Source: an optimization exercise on an open RTL-to-GDS flow (aim: small area, a short achievable clock period and few clock cycles per item). Production flows keep margins and buffers that such runs may drop.
The RTL was checked by simulation tests, not by an equivalence proof against the original design.

==> flow/design.v <==
module ray_grid_stepper #(
    parameter int COORD_W   = 13,
    parameter int CELL_LOG2 = 6,
    parameter int GRID_LOG2 = 6,
    parameter int FRAC_W    = 8,
    parameter int MAX_STEPS = 64,
    parameter int RAM_LAT   = 1
) (
    input  logic                       clock,
    input  logic                       resetn,
    input  logic                       start,
    input  logic                       mode,
    input  logic                       dir_neg,
    input  logic [COORD_W-1:0]         player_x,
    input  logic [COORD_W-1:0]         player_y,
    input  logic [COORD_W+FRAC_W-1:0]  slope,
    output logic                       busy,
    output logic                       done,
    output logic                       hit,
    output logic                       out_of_bounds,
    output logic                       step_limit,
    output logic [COORD_W-1:0]         hit_x,
    output logic [COORD_W-1:0]         hit_y,
    output logic [7:0]                 steps,
    output logic                       grid_rd_en,
    output logic [2*GRID_LOG2-1:0]     grid_addr,
    input  logic                       grid_data
);
    localparam int W    = COORD_W + FRAC_W + CELL_LOG2 + 2;
    localparam int SW   = COORD_W + FRAC_W;
    localparam int CELL = 1 << CELL_LOG2;
    localparam int WC_W = (RAM_LAT > 1) ? $clog2(RAM_LAT) : 1;
    localparam logic signed [W-1:0] CELL_W = W'(CELL);
    typedef enum logic [3:0] {
        S_IDLE, S_INIT, S_FIRST, S_CHECK, S_READ, S_WAIT, S_EVAL, S_ADVANCE, S_DONE
    } state_t;
    state_t state, state_nxt;
    logic                  mode_r, dir_neg_r;
    logic [COORD_W-1:0]    px_r, py_r;
    logic [SW-1:0]         slope_r;
    logic signed [W-1:0]   line_p, step_p, s_acc, step_s;
    logic [WC_W-1:0]       wait_cnt;
    logic signed [W-1:0]   p_w, s_w, slope_w, p_base, line_cell, cell_p, cell_s;
    logic                  cell_ok, at_limit;
    always_comb begin
        p_w       = mode_r ? {{(W-COORD_W){px_r[COORD_W-1]}}, px_r}
                           : {{(W-COORD_W){py_r[COORD_W-1]}}, py_r};
        s_w       = mode_r ? {{(W-COORD_W){py_r[COORD_W-1]}}, py_r}
                           : {{(W-COORD_W){px_r[COORD_W-1]}}, px_r};
        slope_w   = {{(W-SW){slope_r[SW-1]}}, slope_r};
        p_base    = (p_w >>> CELL_LOG2) <<< CELL_LOG2;
        line_cell = line_p >>> CELL_LOG2;
        cell_p    = line_cell - $signed({{(W-1){1'b0}}, dir_neg_r});
        cell_s    = s_acc >>> (FRAC_W + CELL_LOG2);
        cell_ok   = (cell_p[W-1:GRID_LOG2] == '0) && (cell_s[W-1:GRID_LOG2] == '0);
        at_limit  = (steps == 8'(MAX_STEPS));
    end
    always_ff @(posedge clock) begin
        if (!resetn) state <= S_IDLE;
        else         state <= state_nxt;
    end
    always_comb begin
        state_nxt = state;
        case (state)
            S_IDLE:    if (start) state_nxt = S_INIT;
            S_INIT:    state_nxt = S_FIRST;
            S_FIRST:   state_nxt = S_CHECK;
            S_CHECK:   state_nxt = (!cell_ok || at_limit) ? S_DONE : S_READ;
            S_READ:    state_nxt = S_WAIT;
            S_WAIT:    if (wait_cnt == WC_W'(RAM_LAT - 1)) state_nxt = S_EVAL;
            S_EVAL:    state_nxt = grid_data ? S_DONE : S_ADVANCE;
            S_ADVANCE: state_nxt = S_CHECK;
            S_DONE:    state_nxt = S_IDLE;
            default:   state_nxt = S_IDLE;
        endcase
    end
    always_comb begin
        busy       = (state != S_IDLE);
        done       = (state == S_DONE);
        grid_rd_en = (state == S_READ);
    end
    always_ff @(posedge clock) begin
        if (!resetn) begin
            mode_r        <= 1'b0;
            dir_neg_r     <= 1'b0;
            px_r          <= '0;
            py_r          <= '0;
            slope_r       <= '0;
            line_p        <= '0;
            step_p        <= '0;
            s_acc         <= '0;
            step_s        <= '0;
            wait_cnt      <= '0;
            hit           <= 1'b0;
            out_of_bounds <= 1'b0;
            step_limit    <= 1'b0;
            hit_x         <= '0;
            hit_y         <= '0;
            steps         <= '0;
            grid_addr     <= '0;
        end else begin
            if (state_nxt == S_DONE && state != S_DONE) begin
                hit_x <= mode_r ? line_p[COORD_W-1:0] : s_acc[FRAC_W +: COORD_W];
                hit_y <= mode_r ? s_acc[FRAC_W +: COORD_W] : line_p[COORD_W-1:0];
            end
            case (state)
                S_IDLE: if (start) begin
                    mode_r    <= mode;
                    dir_neg_r <= dir_neg;
                    px_r      <= player_x;
                    py_r      <= player_y;
                    slope_r   <= slope;
                end
                S_INIT: begin
                    line_p        <= dir_neg_r ? p_base : p_base + CELL_W;
                    step_p        <= dir_neg_r ? -CELL_W : CELL_W;
                    steps         <= '0;
                    hit           <= 1'b0;
                    out_of_bounds <= 1'b0;
                    step_limit    <= 1'b0;
                end
                S_FIRST: begin
                    s_acc  <= (s_w <<< FRAC_W) + (line_p - p_w) * slope_w;
                    step_s <= step_p * slope_w;
                end
                S_CHECK: begin
                    if (!cell_ok)      out_of_bounds <= 1'b1;
                    else if (at_limit) step_limit    <= 1'b1;
                    else grid_addr <= mode_r ? {cell_s[GRID_LOG2-1:0], cell_p[GRID_LOG2-1:0]}
                                             : {cell_p[GRID_LOG2-1:0], cell_s[GRID_LOG2-1:0]};
                end
                S_READ:  wait_cnt <= '0;
                S_WAIT:  wait_cnt <= wait_cnt + 1'b1;
                S_EVAL: begin
                    steps <= steps + 8'd1;
                    if (grid_data) hit <= 1'b1;
                end
                S_ADVANCE: begin
                    line_p <= line_p + step_p;
                    s_acc  <= s_acc + step_s;
                end
                default: ;
            endcase
        end
    end
endmodule
==> flow/run.sh <==
#!/bin/bash
# synth_recipe.tcl (not shown) runs the flow's synth.tcl, then flattens the netlist and writes it again
# the make line also repeats each setting of config.mk as NAME=value (left out here)
make -C /OpenROAD-flow-scripts/flow DESIGN_CONFIG=/design/flow/config.mk WORK_HOME=/design/flow/orfs CLKGATE_MAP_FILE= SYNTH_SCRIPT=/design/flow/synth_recipe.tcl finish
==> flow/config.mk <==
export PLATFORM = sky130hd
export DESIGN_NAME = ray_grid_stepper
export DESIGN_NICKNAME = ray_grid_stepper
export VERILOG_FILES = /design/flow/design.v
export SDC_FILE = /design/flow/constraint.sdc
export NUM_CORES = 4
export LEC_CHECK = 0
export CAP_MARGIN = 20
export CORE_MARGIN = 2
export CORE_UTILIZATION = 40
export PLACE_DENSITY = 0.6
export SLEW_MARGIN = 20
==> flow/constraint.sdc <==
create_clock -name core_clock -period 11.0 [get_ports {clock}]
set_input_delay 2.2000 -clock core_clock [delete_from_list [all_inputs] [get_ports {clock}]]
set_output_delay 2.2000 -clock core_clock [all_outputs]
set_load 0.01 [all_outputs]
==> results of run 1 <==
## worst max-delay path: cells and delay by family, from the launching register on
kind	cells	cell delay [ns]
buffers and inverters	3	0.18
muxes	1	0.47
xor gates and xnor gates	13	2.74
DFF	1	0.66
AOI/OAI and AO/OA	8	1.50
adders and majority gates	8	3.76
and+or+nand+nor	3	0.52
## kinds of logic after synthesis
logic type | share of synthesized area (%)
simple gates | 17.85
xor+xnor | 4.987
compound gates | 10.46
buf+inv | 9.874
mux | 1.569
fa+ha+maj | 42.68
flops | 12.59
## per-layer routing
layer / wire [um] / vias up / global-route usage [%]
li1: - / 10320 / -
met1: 35090 / 10980 / 31.05
met2: 36120 / 458 / 36.87
met3: 3549 / 49 / 3.035
met4: 993 / 0 / 4.267
met5: 0 / - / 0
## layout make-up
class                      count  share of cell area (%)
antenna                        1                0.008247
clock buffer                  17                   1.402
clock inverter                15                  0.7587
inverter                     573                   7.096
multi-input combinational   2351                   70.81
sequential                   174                   11.49
tap                          931                   3.839
timing repair buffer         151                   4.593
## worst paths after layout
path / end / depth (start not counted)
max: s_acc[28] / 36
min: hit_y[5] / 2
max reg2reg: s_acc[28] / 36
min reg2reg: hit_y[5] / 2
## metrics by stage
step	util, %	hold slack (ns)
floorplan	-	0.4356
global placement	43.28	0.4403
detailed placement	43.28	0.4465
CTS	44.23	0.4634
global route	44.24	0.4847
finish	44.24	0.4621
## state kept, by name (all words and copies together) (netlist names)
register / flops
px_r: 13
state: 4
grid_addr: 12
step_p: 2
hit_x: 13
py_r: 13
hit: 1
dir_neg_r: 1
slope_r: 21
mode_r: 1
wait_cnt: 1
hit_y: 13
step_limit: 1
line_p: 23
steps: 8
out_of_bounds: 1
step_s: 23
s_acc: 23
## cell usage in the layout, fill, tap and decap left out, drive strengths merged, types with 6 or more instances in the layout
master,instances
nor2,135
dfxtp,174
a211oi,29
or3,9
o221ai,6
a21oi,207
a221oi,10
mux2i,40
nand3,46
clkdlybuf4s50,104
nor3,30
xnor2,102
nand2b,17
a311oi,10
inv,584
a21o,29
nand3b,14
and2,255
clkbuf,17
o21bai,21
fa,435
buf,47
xor2,40
nand4,12
ha,248
and3,47
nor2b,8
nand2,402
o211ai,13
nor4,12
o21a,9
o21ai,78
a31oi,14
==> results.yml, run 1 <==
run_status:
  run_status: "complete, no violations"
floorplanning:
  fp.coreArea_mm2: 0.06859
  boundaryPins: 105
  floorplan.initialDensity_pct: 40.35
  floorplan.die.height_um: 267.0
  fp-row-count: 96
  die_width_um: 267.0
  dieArea_mm2: 0.07131
yosys:
  ys_async_sr_fraction_pct: 0
  number_of_flops_mapped_to_enable_cells_by_yosys: 0
  synth.most_common_cell: "sky130_fd_sc_hd__inv_1"
  synthFlopType: "sky130_fd_sc_hd__dfxtp_1"
  synth_net_count: 3983
  part_of_the_yosys_area_used_for_sequential_elements_pct: 12.59
  synth.top_cells.by_count: "573 x sky130_fd_sc_hd__inv_1, 435 x sky130_fd_sc_hd__fa_1, 402 x sky130_fd_sc_hd__nand2_1"
  synthesis.yosys.warnings: 1
  synth_area_per_cell_um2: 8.523
  synth_area_mm2: 0.02768
  postSynthCellCount: 3247
  yosysUniqueCellTypes: 73
  synth.ff_latch_count: 174
  synth_top_cell_by_area: "sky130_fd_sc_hd__fa_1"
  synth_top_area_share_pct: 31.47
  post_synth_main_area_contributors: "sky130_fd_sc_hd__fa_1 31%, sky130_fd_sc_hd__dfxtp_1 13%, sky130_fd_sc_hd__ha_1 11%"
cts:
  cts_tree: "yes"
  post-cts-setup-buffers: 0
  cts_repair_resize_count: 0
  clock_sink_count: 174
  cts.path.max_buffers: 2
  cts_inserted_buffers: 17
  cts_htree_levels: 4
  clock_pin_slew_worst_setup_and_hold_paths_ns: 0.09
  cts-root-buf: "sky130_fd_sc_hd__clkbuf_16"
  clock_insertion_delay_worst_skew_ns: 0.50
  hold_buffers: 0
critical_path:
  worst-r2r-setup-slack_ns: 1.02
  path_max_fanout: 31
  timing.critical_path.from: "mode_r"
  worst-setup-path-type: "flop to flop"
  cpMostUsedCell: "sky130_fd_sc_hd__xnor2_1"
  cp-start-kind: "flop"
  cp-end-kind: "flop"
  timing.critical_path.required_ns: 11.39
  cpPeakStageDelay_ns: 0.66
  r2r-start: "mode_r"
  timing.critical_path.arrival_ns: 10.37
  crit_slowest_cell: "sky130_fd_sc_hd__dfxtp_4"
grt:
  grt_start_max_net_pins: 77
  first_global_vias: 22220
  grt_first_pass_wirelength_um: 123600
  antenna_found_initial: 1
  groute.usage.overall_pct: 22.22
  grt_overflow: 0
timing:
  setup_slack_ns: 1.018
  max_slew.worst_pin.slew_ns: 1.123
  slew-limit-headroom_pct: 25.06
  timing.final.crit_share_pct: 90.74
  fmaxAchievable_mhz: 100.2
  finClkSkew_ns: 0.02344
  grt_setup_unrepaired: "false"
  setup_viol_count_final: 0
  finalHoldViolations: 0
  timing.final.crit_period_ns: 9.982
  finalSetupTns_ns: 0
  final_max_slew_viol_count: 0
final_layout:
  nets: 4004
  sequential_cell_area_mm2: 0.003487
  post_route_cell_area_mm2: 0.03034
  fillCellCount: 6844
  finish.cell_count_without_fillers: 4213
  area.growth.synth_to_final_pct: 9.643
  multi_input_area_mm2: 0.02149
  drive_above_1_share_pct: 3.170
placement:
  post_dp_cell_area_mm2: 0.02968
  dp_cells: 4180
  preCtsSetupSlack_ns: 1.154
  place_hpwl_um: 59190
  number_of_buffer_cells_added_on_primary_ports: 104
  place.gp.congestion: 0.8792
routing:
  route.detailed.vias_per_inst: 5.177
  dr.first_iter.drc_count: 1457
  post_drt_wl_per_cell_um: 17.98
  routed_wirelength_um: 75750
  antenna_left: 0
  firstDrtPassIters: 5
  drc: 0
  vias: 21810
min_path:
  timing.hold.worst.start: "hit_y[5]"
  hold_path_class: "flop to flop"
flow_run:
  max_cap_violations: 0
Testbench counts, summed over its fixed seeds: cycles 51,112, rays 1,536.
==> run 2, diff against run 1 <==
==> flow/design.v (replaced) <==
module ray_grid_stepper #(
    parameter int COORD_W   = 13,
    parameter int CELL_LOG2 = 6,
    parameter int GRID_LOG2 = 6,
    parameter int FRAC_W    = 8,
    parameter int MAX_STEPS = 64,
    parameter int RAM_LAT   = 1
) (
    input  logic                       clock,
    input  logic                       resetn,
    input  logic                       start,
    input  logic                       mode,
    input  logic                       dir_neg,
    input  logic [COORD_W-1:0]         player_x,
    input  logic [COORD_W-1:0]         player_y,
    input  logic [COORD_W+FRAC_W-1:0]  slope,
    output logic                       busy,
    output logic                       done,
    output logic                       hit,
    output logic                       out_of_bounds,
    output logic                       step_limit,
    output logic [COORD_W-1:0]         hit_x,
    output logic [COORD_W-1:0]         hit_y,
    output logic [7:0]                 steps,
    output logic                       grid_rd_en,
    output logic [2*GRID_LOG2-1:0]     grid_addr,
    input  logic                       grid_data
);
    localparam int TW = 22;
    logic                  busy_r, done_r, hit_r, oob_r;
    logic                  mode_r, dn_r;
    logic [20:0]           slope_r;
    logic signed [TW-1:0]  t_r;         
    logic signed [7:0]     cp_r;        
    logic [6:0]            cnt_r;       
    logic signed [12:0]    p_in, s_in;
    logic signed [7:0]     d_in;        
    logic signed [27:0]    s_init;
    always_comb begin
        p_in   = mode ? player_x : player_y;
        s_in   = mode ? player_y : player_x;
        d_in   = dir_neg ? (8'sd64 - $signed({2'b00, p_in[5:0]})) : -$signed({2'b00, p_in[5:0]});
        s_init = ($signed(s_in) <<< 8) + d_in * $signed(slope);
    end
    logic signed [TW-1:0]  t_nxt;
    logic signed [7:0]     cp_nxt;
    logic                  nxt_oob, probe_valid, hit_now, at_limit, finish;
    always_comb begin
        t_nxt       = dn_r ? t_r - $signed(slope_r) : t_r + $signed(slope_r);
        cp_nxt      = dn_r ? cp_r - 8'sd1 : cp_r + 8'sd1;
        nxt_oob     = (cp_nxt[7:6] != 2'b00) || (t_nxt[TW-1:14] != '0);
        probe_valid = !cnt_r[6];
        hit_now     = probe_valid && grid_data;
        at_limit    = (cnt_r == 7'd63);
        finish      = hit_now || nxt_oob || at_limit;
    end
    always_ff @(posedge clock) begin
        if (!resetn) begin
            busy_r <= 1'b0;
            done_r <= 1'b0;
        end else if (busy_r) begin
            busy_r <= !finish;
            done_r <= finish;
        end else begin
            busy_r <= start;
            done_r <= 1'b0;
        end
    end
    always_ff @(posedge clock) begin
        hit_r <= hit_now;
        oob_r <= nxt_oob;
        if (!busy_r) begin
            mode_r  <= mode;
            dn_r    <= dir_neg;
            slope_r <= slope;
            t_r     <= s_init[27:6];
            cp_r    <= {p_in[12], p_in[12:6]};
            cnt_r   <= 7'h7f;
        end else begin
            cnt_r <= cnt_r + 7'd1;
            if (!hit_now) begin
                t_r  <= t_nxt;
                cp_r <= cp_nxt;
            end
        end
    end
    logic [6:0] line_idx;
    always_comb begin
        busy          = busy_r;
        done          = done_r;
        hit           = hit_r;
        out_of_bounds = oob_r && !hit_r;
        step_limit    = !hit_r && !oob_r;
        line_idx      = cp_r[6:0] + {6'd0, dn_r};
        hit_x         = mode_r ? {line_idx, 6'd0} : t_r[14:2];
        hit_y         = mode_r ? t_r[14:2] : {line_idx, 6'd0};
        steps         = {1'b0, cnt_r};
        grid_rd_en    = 1'b1;
        grid_addr     = mode_r ? {t_nxt[13:8], cp_nxt[5:0]} : {cp_nxt[5:0], t_nxt[13:8]};
    end
endmodule
==> results.yml, run 2 <==
final_layout:
  leading_cell_types_in_the_layout_fill_and_taps_excluded: "177 x sky130_fd_sc_hd__inv_1, 144 x sky130_fd_sc_hd__fa_1, 101 x sky130_fd_sc_hd__clkdlybuf4s50_1"
  area.growth.synth_to_final_pct: 15.52
  registers.top_by_ff_count: "t_r"
  layout_commonest_cell: "sky130_fd_sc_hd__inv_1"
  sequential_cell_area_mm2: 0.001813
  nets: 1493
  largest_reg_flops: 22
  largestRegisters: "t_r x22, slope_r x21, cp_r x8"
  multi_input_area_mm2: 0.007844
  drive_above_1_share_pct: 4.468
  fillCellCount: 2515
  insertedDiodeCount: 0
grt:
  first_global_vias: 8153
  grt_start_max_net_pins: 40
  grt_first_pass_wirelength_um: 42310
  groute.usage.overall_pct: 19.06
  antenna_found_initial: 0
  grt_overflow: 0
routing:
  routed_wirelength_um: 25510
  route.detailed.vias_per_inst: 5.083
  vias: 7960
  drc: 0
  post_drt_wl_per_cell_um: 16.29
  antenna_left: 0
  dr.first_iter.drc_count: 473
  firstDrtPassIters: 4
timing:
  fmaxAchievable_mhz: 114.8
  hold-worst-slack_ns: 0.4155
  timing.final.crit_share_pct: 79.17
  slew-limit-headroom_pct: 30.66
  grt_setup_unrepaired: "false"
  timing.final.crit_period_ns: 8.708
  finalHoldViolations: 0
  setup_viol_count_final: 0
  final_max_slew_viol_count: 0
  max_slew.worst_pin.slew_ns: 1.040
  finalSetupTns_ns: 0
  finClkSkew_ns: 0.009216
run_status:
  run_status: "complete, no violations"
cts:
  clock_pin_slew_worst_setup_and_hold_paths_ns: 0.05
  hold_buffers: 0
  cts_inserted_buffers: 9
  cts_repair_resize_count: 0
  cts_htree_levels: 3
  clock_sink_count: 64
  cts-root-buf: "sky130_fd_sc_hd__clkbuf_16"
  cts.path.max_buffers: 2
  cts_tree: "yes"
  post-cts-setup-buffers: 0
  clock_insertion_delay_worst_skew_ns: 0.33
placement:
  place.gp.congestion: 0.8608
  place_hpwl_um: 20820
  number_of_buffer_cells_added_on_primary_ports: 102
yosys:
  number_of_flops_mapped_to_enable_cells_by_yosys: 53
  synthesis.yosys.warnings: 1
  synth_top_area_share_pct: 27.55
  synth.top_cells.by_count: "177 x sky130_fd_sc_hd__inv_1, 144 x sky130_fd_sc_hd__fa_1, 97 x sky130_fd_sc_hd__and2_1, 97 x sky130_fd_sc_hd__nand2_1, 69 x sky130_fd_sc_hd__ha_1"
  synth_area_per_cell_um2: 9.188
  synth_top_cell_by_area: "sky130_fd_sc_hd__fa_1"
  postSynthCellCount: 1139
  synth.most_common_cell: "sky130_fd_sc_hd__inv_1"
  synthFlopType: "sky130_fd_sc_hd__edfxtp_1"
  synth.ff_latch_count: 64
  part_of_the_yosys_area_used_for_sequential_elements_pct: 17.31
  post_synth_main_area_contributors: "sky130_fd_sc_hd__fa_1 28%, sky130_fd_sc_hd__edfxtp_1 15%, sky130_fd_sc_hd__ha_1 8.2%"
  synth_net_count: 1405
  synth_area_mm2: 0.01047
  ys_async_sr_fraction_pct: 0
  yosysUniqueCellTypes: 61
floorplanning:
  boundaryPins: 105
  fp-row-count: 59
  die_width_um: 165.8
  floorplan.initialDensity_pct: 40.50
  fp.coreArea_mm2: 0.02584
  dieArea_mm2: 0.02747
  floorplan.die.height_um: 165.8
critical_path:
  critical-path-top-delay-family: "adder cells"
  worst-path-buf-inv: 5
  path_max_fanout: 21
  cpPeakStageDelay_ns: 0.76
  timing.critical_path.arrival_ns: 8.76
  worst-r2r-setup-slack_ns: 6.42
  timing.critical_path.required_ns: 11.05
  crit_chain: "clkdlybuf4s50_1, mux2_2, inv_1, ha_1, nand2_1, fa_1, inv_1, fa_1, fa_1, inv_1, fa_1, inv_1, ha_1, or4_1, or3_1, o2111ai_2, nand3_2, and4_4, o211a_1, a2111oi_1, a21oi_1"
  crit_slowest_cell: "sky130_fd_sc_hd__ha_1"
  cp-start-kind: "primary input"
  cp-end-kind: "flop"
  worst-setup-path-type: "primary input to flop"
flow_run:
  max_cap_violations: 0
min_path:
  hold_path_class: "flop to flop"
run 2: cell type report:
cell class	instances	area share, %
inverter	178	5.527
clock buffer	10	1.894
clock inverter	5	0.2070
multi-input combinational	862	64.88
timing repair buffer	112	9.025
tap	335	3.467
sequential	64	15.00
run 2: path summary, 6_finish.rpt:
path,from,depth (start not counted),endpoint
setup / recovery,player_x[0],21,t_r[20]
hold / removal,cnt_r[0],1,cnt_r[0]
setup reg to reg,slope_r[4],17,busy_r
hold reg to reg,cnt_r[0],1,cnt_r[0]
run 2: metal layers:
layer,GRT usage [%],share of wire [%]
met1,28.09,49
met2,30.94,45
met3,2.073,4.4
met4,3.062,0.80
met5,0,0
run 2: through the flow:
| step | util, % | cell area, um^2 | cells | setup slack [ns] |
|---|---|---|---|---|
| after floorplan | - | 10470 | 1139 | 2.694 |
| after global placement | 45.81 | 11840 | 1551 | 2.074 |
| after detailed placement | 45.81 | 11840 | 1551 | 1.970 |
| after CTS | 46.79 | 12090 | 1566 | 2.320 |
| after global routing | 46.79 | 12090 | 1566 | 1.945 |
| final | 46.79 | 12090 | 1566 | 2.292 |
run 2: logic make-up after synthesis:
logic type / after synthesis / synth area share, %
AND/OR/NAND/NOR: 359 / 17.73
adder cells (fa/ha/maj): 213 / 35.80
buffers and inverters: 213 / 7.735
AO/OA/AOI/OAI: 164 / 10.21
XOR/XNOR: 78 / 6.528
flip-flops: 64 / 17.31
multiplexers: 46 / 4.615
other: 2 / 0.07176
run 2: worst register-to-register path, cell delays in order, from the launching register on:
cell                       delay, ns
sky130_fd_sc_hd__edfxtp_1       0.45
sky130_fd_sc_hd__or4_1          0.65
sky130_fd_sc_hd__nor4b_1        0.34
sky130_fd_sc_hd__buf_4          0.20
sky130_fd_sc_hd__nand2_1        0.05
sky130_fd_sc_hd__nand2_1        0.13
sky130_fd_sc_hd__nand2_1        0.09
sky130_fd_sc_hd__xnor2_1        0.14
sky130_fd_sc_hd__ha_1           0.36
sky130_fd_sc_hd__a21oi_1        0.17
sky130_fd_sc_hd__nor2b_1        0.07
sky130_fd_sc_hd__or4_1          0.47
sky130_fd_sc_hd__a21o_1         0.19
sky130_fd_sc_hd__a31o_2         0.23
sky130_fd_sc_hd__a21o_1         0.20
sky130_fd_sc_hd__xnor2_1        0.36
sky130_fd_sc_hd__nand4_1        0.14
sky130_fd_sc_hd__o41ai_1        0.25
Testbench counts of run 2, summed over its fixed seeds: cycles 12,152, rays 1,536.
==> run 3, diff against run 2 <==
--- a/flow/design.v
+++ b/flow/design.v
@@ -33,14 +33,16 @@
     logic signed [TW-1:0]  t_r;         
     logic signed [7:0]     cp_r;        
     logic [6:0]            cnt_r;       
+    logic                  init_r;
     logic signed [12:0]    p_in, s_in;
-    logic signed [7:0]     d_in;        
-    logic signed [27:0]    s_init;
+    logic signed [27:0]    off;
+    logic signed [TW-1:0]  t_init;
     always_comb begin
         p_in   = mode ? player_x : player_y;
         s_in   = mode ? player_y : player_x;
-        d_in   = dir_neg ? (8'sd64 - $signed({2'b00, p_in[5:0]})) : -$signed({2'b00, p_in[5:0]});
-        s_init = ($signed(s_in) <<< 8) + d_in * $signed(slope);
+        off    = $signed({t_r, 6'd0}) + $signed({dn_r ? slope_r : 21'd0, 6'd0})
+               - $signed({2'b00, cnt_r[5:0]}) * $signed(slope_r);
+        t_init = off[27:6];
     end
     logic signed [TW-1:0]  t_nxt;
     logic signed [7:0]     cp_nxt;
@@ -49,10 +51,10 @@
         t_nxt       = dn_r ? t_r - $signed(slope_r) : t_r + $signed(slope_r);
         cp_nxt      = dn_r ? cp_r - 8'sd1 : cp_r + 8'sd1;
         nxt_oob     = (cp_nxt[7:6] != 2'b00) || (t_nxt[TW-1:14] != '0);
-        probe_valid = !cnt_r[6];
+        probe_valid = !cnt_r[6] && !init_r;
         hit_now     = probe_valid && grid_data;
         at_limit    = (cnt_r == 7'd63);
-        finish      = hit_now || nxt_oob || at_limit;
+        finish      = !init_r && (hit_now || nxt_oob || at_limit);
     end
     always_ff @(posedge clock) begin
         if (!resetn) begin
@@ -67,15 +69,19 @@
         end
     end
     always_ff @(posedge clock) begin
-        hit_r <= hit_now;
-        oob_r <= nxt_oob;
+        hit_r  <= hit_now;
+        oob_r  <= nxt_oob;
+        init_r <= !busy_r;
         if (!busy_r) begin
             mode_r  <= mode;
             dn_r    <= dir_neg;
             slope_r <= slope;
-            t_r     <= s_init[27:6];
+            t_r     <= TW'(s_in) <<< 2;
             cp_r    <= {p_in[12], p_in[12:6]};
-            cnt_r   <= 7'h7f;
+            cnt_r   <= {1'b0, p_in[5:0]};
+        end else if (init_r) begin
+            t_r   <= t_init;
+            cnt_r <= 7'h7f;
         end else begin
             cnt_r <= cnt_r + 7'd1;
             if (!hit_now) begin
==> results.yml, run 3 <==
cts:
  cts.path.max_buffers: 2
  clock_insertion_delay_worst_skew_ns: 0.35
  cts_tree: "yes"
  clock_pin_slew_worst_setup_and_hold_paths_ns: 0.07
  cts_htree_levels: 3
  hold_buffers: 0
  post-cts-setup-buffers: 0
  clock_sink_count: 65
  cts_repair_resize_count: 0
  cts_inserted_buffers: 9
  cts-root-buf: "sky130_fd_sc_hd__clkbuf_16"
timing:
  grt_setup_unrepaired: "false"
  finalSetupTns_ns: 0
  finClkSkew_ns: 0.006414
  final_max_slew_viol_count: 0
  setup_viol_count_final: 0
  fmaxAchievable_mhz: 139.3
  timing.final.crit_share_pct: 65.26
  finalHoldViolations: 0
  timing.final.crit_period_ns: 7.178
  slew-limit-headroom_pct: 31.96
  max_slew.worst_pin.slew_ns: 1.019
final_layout:
  area.growth.synth_to_final_pct: 14.32
  registers.top_by_ff_count: "t_r"
  insertedDiodeCount: 0
  layout_commonest_cell: "sky130_fd_sc_hd__inv_1"
  leading_cell_types_in_the_layout_fill_and_taps_excluded: "242 x sky130_fd_sc_hd__inv_1, 132 x sky130_fd_sc_hd__fa_1, 128 x sky130_fd_sc_hd__nand2_1"
  largest_reg_flops: 22
  drive_above_1_share_pct: 4.348
  largestRegisters: "t_r x22, slope_r x21, cp_r x8"
  nets: 1604
yosys:
  synth_area_mm2: 0.01092
  yosysUniqueCellTypes: 73
  synth.most_common_cell: "sky130_fd_sc_hd__inv_1"
  post_synth_main_area_contributors: "sky130_fd_sc_hd__fa_1 24%, sky130_fd_sc_hd__edfxtp_1 14%, sky130_fd_sc_hd__ha_1 10%"
  postSynthCellCount: 1270
  synth_top_cell_by_area: "sky130_fd_sc_hd__fa_1"
  synth_area_per_cell_um2: 8.595
  synthFlopType: "sky130_fd_sc_hd__edfxtp_1"
  ys_async_sr_fraction_pct: 0
  number_of_flops_mapped_to_enable_cells_by_yosys: 51
  part_of_the_yosys_area_used_for_sequential_elements_pct: 16.60
  synth.top_cells.by_count: "243 x sky130_fd_sc_hd__inv_1, 132 x sky130_fd_sc_hd__fa_1, 128 x sky130_fd_sc_hd__nand2_1"
  synthesis.yosys.warnings: 1
  synth_top_area_share_pct: 24.21
  synth.ff_latch_count: 65
  synth_net_count: 1545
grt:
  groute.usage.overall_pct: 21.64
  grt_start_max_net_pins: 51
  grt_overflow: 0
  antenna_found_initial: 0
  grt_first_pass_wirelength_um: 48220
  first_global_vias: 8821
critical_path:
  timing.critical_path.arrival_ns: 4.98
  crit_chain: "inv_1, ha_1, nor2b_1, nand2_1, nor2_1, a21oi_1, xnor2_1, ha_1, and4_1, o21ai_1, a21oi_1, nor2_1, o21ai_0, xor2_1, mux2_2, clkdlybuf4s50_1"
  cpPeakStageDelay_ns: 0.55
  worst-path-buf-inv: 2
  critical-path-top-delay-family: "simple AND/OR/NAND/NOR gates"
  cp-end-kind: "output port"
  worst-setup-path-type: "flop to output port"
  cp-start-kind: "flop"
  crit_slowest_cell: "sky130_fd_sc_hd__clkdlybuf4s50_1"
  path_max_fanout: 9
  timing.critical_path.required_ns: 8.80
routing:
  route.detailed.vias_per_inst: 5.257
  vias: 8805
  routed_wirelength_um: 29860
  route.met3.wl_um: 1136
  met1Wirelength_um: 13210
  dr.first_iter.drc_count: 404
  drc: 0
  post_drt_wl_per_cell_um: 17.83
  topRoutingLayerUsed: "met4"
  met2WireLength_um: 15050
  firstDrtPassIters: 4
  antenna_left: 0
placement:
  place_hpwl_um: 23930
  place.gp.congestion: 0.8593
  number_of_buffer_cells_added_on_primary_ports: 102
floorplanning:
  fp-row-count: 60
  boundaryPins: 105
  floorplan.die.height_um: 169.2
  floorplan.initialDensity_pct: 40.61
  fp.coreArea_mm2: 0.02688
  dieArea_mm2: 0.02863
  die_width_um: 169.2
run_status:
  run_status: "complete, no violations"
min_path:
  hold_path_class: "flop to flop"
flow_run:
  max_cap_violations: 0
## run 3: cell types whose count changed after synthesis, sizes merged, moves of 6 or more
cell,before,now
o31ai,8,2
nand3,12,18
o21ai,31,42
nor3,25,19
xor2,28,12
nand2,97,128
inv,178,243
clkbuf,22,46
ha,69,90
nor3b,6,0
a21oi,49,80
xnor2,50,63
fa,144,132
and2,97,65
## run 3: final timing paths
check / startpoint / end / slack [ns] / depth (start not counted)
setup / recovery: slope_r[0] / grid_addr[5] / 3.82 / 16
setup reg to reg: cnt_r[0] / t_r[18] / 4.39 / 19
hold / removal: cnt_r[6] / cnt_r[6] / 0.62 / 2
hold reg to reg: cnt_r[6] / cnt_r[6] / 0.62 / 2
## run 3: routing by layer
metal	up-vias	GRT usage (%)
met5	-	0
met3	29	2.985
met4	0	4.496
li1	4228	-
met1	4388	28.26
met2	160	38.35
## run 3: stage by stage
stage	hold WS, ns	utilization [%]	instance area [um^2]	worst slack (ns)	cells
2_1_floorplan	0.5489	-	10920	5.235	1270
3_3_place_gp	0.5983	45.22	12150	4.302	1659
3_5_place_dp	0.6134	45.22	12150	4.310	1659
4_1_cts	0.6244	46.42	12480	3.863	1675
5_1_grt	0.6507	46.43	12480	3.427	1675
6_report	0.6238	46.43	12480	3.822	1675
## run 3: area by class of cell
| class | count | area, um^2 |
|---|---|---|
| flip-flops and latches | 65 | 1813 |
| clock inverters | 6 | 72.57 |
| well taps | 341 | 426.7 |
| clock buffers | 10 | 250.2 |
| inverters | 243 | 912.1 |
| fillers | 2627 | 14400 |
| multi-input cells | 899 | 7915 |
| repair buffers | 111 | 1089 |
## run 3: cells by family (layout without fill, tap and decap cells)
group	Yosys count	in the layout	synth area share, %
buffers and inverters	306	370	10.89
flip-flops	65	65	16.60
AO/OA/AOI/OAI	218	218	12.70
multiplexers	37	37	3.542
other	2	2	0.06880
XOR/XNOR	75	75	6.018
adder cells (fa/ha/maj)	222	222	34.53
AND/OR/NAND/NOR	345	345	15.66
## run 3: worst reg2reg max path: cells and delay by family (launching register included)
| family | cells | cell delay [ns] |
|---|---|---|
| and+or+nand+nor | 2 | 0.71 |
| buffers and inverters | 4 | 0.56 |
| adders and majority gates | 6 | 2.85 |
| DFF | 1 | 0.93 |
| AOI/OAI and AO/OA | 6 | 1.24 |
| xor gates and xnor gates | 1 | 0.09 |
Testbench counts of run 3, summed over its fixed seeds: cycles 13,688, rays 1,536.

## static timing again, ports no longer ideal
No port has a modelled driver above. Below, the same layouts with a new extraction and two added sets of constraints.
Step 1 (the two cells are an assumption about what drives the block):
set clk [get_ports {clock}]
set_driving_cell -lib_cell sky130_fd_sc_hd__clkbuf_16 $clk
set_driving_cell -lib_cell sky130_fd_sc_hd__buf_2 [delete_from_list [all_inputs] $clk]
Step 2, shift: input delay + t, output delay - t, t = (earliest + latest rising clock arrival at the registers) / 2. This alone moves slack from input paths to output paths.
a / b / c = ideal ports / drivers / drivers and shift; a / b = the first two.
run | t (ns) | setup slack, ns | worst setup path at the end | slew at the worst register clock pin (ns) | cell pins on the clock port's net
run 1 | 0.544 | 1.018 / 1.018 / 1.018 | register to register | 0.09 / 0.09 | 1
run 2 | 0.366 | 2.292 / 2.307 / 1.940 | input to register | 0.06 / 0.06 | 1
run 3 | 0.393 | 3.822 / 3.774 / 4.167 | register to output | 0.07 / 0.07 | 1
After both steps every run listed still meets setup and hold. The setup slack of run 2, which loses most, moves by +0.015 ns with the drivers and by -0.352 ns with both steps.
